This design comes from an exercise in tuning for small area, a short achievable clock period and few clock cycles per item on the open sky130 flow, not from production work. The RTL was checked by simulation tests, not by an equivalence proof against the original design.

Setup of try-umber:
// sha256_core
module sha256_core (
   input  logic         clk,
   input  logic         rst_n,
   input  logic         blk_valid,
   output logic         blk_ready,
   input  logic [511:0] blk_data,
   input  logic [255:0] hash_in,
   output logic         busy,
   output logic         digest_valid,
   input  logic         digest_ready,
   output logic [255:0] digest_out
);
   localparam logic [31:0] K0 = 32'h428a2f98;
   function automatic logic [31:0] ror(input logic [31:0] x, input int n);
      ror = (x >> n) | (x << (32 - n));
   endfunction
   function automatic logic [31:0] sig0(input logic [31:0] x);
      sig0 = ror(x, 7) ^ ror(x, 18) ^ (x >> 3);
   endfunction
   function automatic logic [31:0] sig1(input logic [31:0] x);
      sig1 = ror(x, 17) ^ ror(x, 19) ^ (x >> 10);
   endfunction
   logic        accept, first, prelast, last, fin;
   logic [31:0] k_nx;
   sha256_round_ctrl u_ctrl (
      .clk(clk), .rst_n(rst_n),
      .blk_valid(blk_valid), .blk_ready(blk_ready),
      .accept(accept), .first(first), .prelast(prelast), .last(last),
      .busy(busy), .digest_valid(digest_valid), .digest_ready(digest_ready),
      .k_nx(k_nx)
   );
   assign fin = prelast | last;
   logic [31:0] a_q, b_q, c_q, e_q, f_q, g_q, p_q, q_q, kw_q;
   logic [31:0] chain [8];
   logic [31:0] w [16];
   logic [31:0] a_nx, e_nx;
   sha256_round u_round (
      .a_q(a_q), .b_q(b_q), .c_q(c_q), .e_q(e_q), .f_q(f_q), .g_q(g_q),
      .p_in(p_q), .q_in(q_q), .a_nx(a_nx), .e_nx(e_nx)
   );
   logic [31:0] ws0, wc0, ws1, wc1, wx, wy, w_new;
   csa32 u_wc0 (.x(sig1(w[14])), .y(w[9]), .z(w[0]), .s(ws0), .c(wc0));
   csa32 u_wc1 (.x(ws0), .y(wc0), .z(sig0(w[1])), .s(ws1), .c(wc1));
   assign wx    = fin ? a_q : ws1;
   assign wy    = fin ? (last ? chain[1] : chain[2]) : wc1;
   assign w_new = wx + wy;
   logic [31:0] kx, ky, k_sum, kw_nx;
   assign kx    = fin ? e_q : k_nx;
   assign ky    = fin ? (last ? chain[5] : chain[6]) : w[1];
   assign k_sum = kx + ky;
   assign kw_nx = prelast ? chain[7] : k_sum;
  ...
Settings: LEC_CHECK=0, CAP_MARGIN=20, CORE_MARGIN=2, CORE_UTILIZATION=50, SETUP_SLACK_MARGIN=5, SLEW_MARGIN=20; clock period 10.0 ns.
standard.sh (not shown) runs the stock make flow with config.mk's settings and CLKGATE_MAP_FILE= SYNTH_SCRIPT=/design/flow/synth_recipe.tcl, a recipe that flattens the netlist after the stock synthesis.
==> flow/flow/run.sh <==
#!/bin/bash
set -euo pipefail
export BUFFER_PORTS_ARGS="-buffer_cell sky130_fd_sc_hd__buf_1"
bash standard.sh > standard_flow.log 2>&1
Testbench counts of try-umber, summed over its fixed seeds: cycles 16,904, blocks 256.
Edits applied to the flow inputs when going from try-umber to try-yarrow:
==> flow/config.mk <==
export PLATFORM = sky130hd
export DESIGN_NAME = sha256_core
export DESIGN_NICKNAME = sha256_core
export VERILOG_FILES = /design/flow/design.v
export SDC_FILE = /design/flow/constraint.sdc
export NUM_CORES = 4
export LEC_CHECK = 0
export ABC_AREA = 1
export CAP_MARGIN = 20
export CORE_MARGIN = 2
export CORE_UTILIZATION = 40
export SETUP_SLACK_MARGIN = 5
export SLEW_MARGIN = 20
==> results.txt <==
Lower cell area after layout goes to try-umber over try-yarrow.
Between try-umber and try-yarrow, number of placement rows increased.
try-yarrow against try-umber: overall die area saw an increase, number of levels the H-tree was split into saw little to no change, fraction of standard cell area that is sequential saw a decrease.
try-yarrow reports a lower shortest period the worst path allows than try-umber does.
Relative to try-umber, XOR/XNOR share of the synthesized area decreased by 1.9 points in try-yarrow.
Antenna diode count: try-yarrow < try-umber
Delta (try-yarrow minus try-umber): worst path setup slack after routing moved up; wire length moved up.
Inputs modified between try-yarrow and try-harbor:
-- flow/config.mk --
<<< try-yarrow, line 6
export NUM_CORES = 4
export LEC_CHECK = 0
export ABC_AREA = 1
export CAP_MARGIN = 20
export CORE_MARGIN = 2
>>> try-harbor, line 6
export NUM_CORES = 4
export LEC_CHECK = 0
export CAP_MARGIN = 20
export CORE_MARGIN = 2
### Flow results
Compared to try-yarrow, try-harbor has post-synthesis cell type count 33 higher.
Per the comparison of try-harbor with try-yarrow, mux share of post-synthesis cell area went up by 6.4 points; final critical path time including I/O delays and setup went down 0.17 ns.

-- afterwards: timing with drivers on the ports --
Ports are ideal in the flow. The routed layouts listed here were re-timed in OpenROAD.
Step 1 (the two cells are an assumption about what drives the block):
set clk [get_ports {clk}]
set_driving_cell -lib_cell sky130_fd_sc_hd__clkbuf_16 $clk
set_driving_cell -lib_cell sky130_fd_sc_hd__buf_2 [delete_from_list [all_inputs] $clk]
Step 2 adds t to the input delays and takes it off the output delays; t is the mean of the earliest and latest rising clock arrival at the registers after step 1. Input paths then give back, and output paths get back, about the clock's delay inside the block.
Three values: ideal ports, drivers, drivers and shift; two values: the first two.
run | t, ns | setup WS [ns] | worst register clock-pin slew, ns
try-umber | 0.846 | 4.831 / 4.831 / 4.400 | 0.07 / 0.07
try-yarrow | 0.871 | 4.835 / 4.835 / 4.390 | 0.07 / 0.07
try-harbor | 0.876 | 5.008 / 4.956 / 4.326 | 0.07 / 0.07
After both steps setup and hold are still met in every run listed. For try-harbor, which loses most, drivers alone change the setup slack by -0.052 ns; drivers and shift together by -0.682 ns.
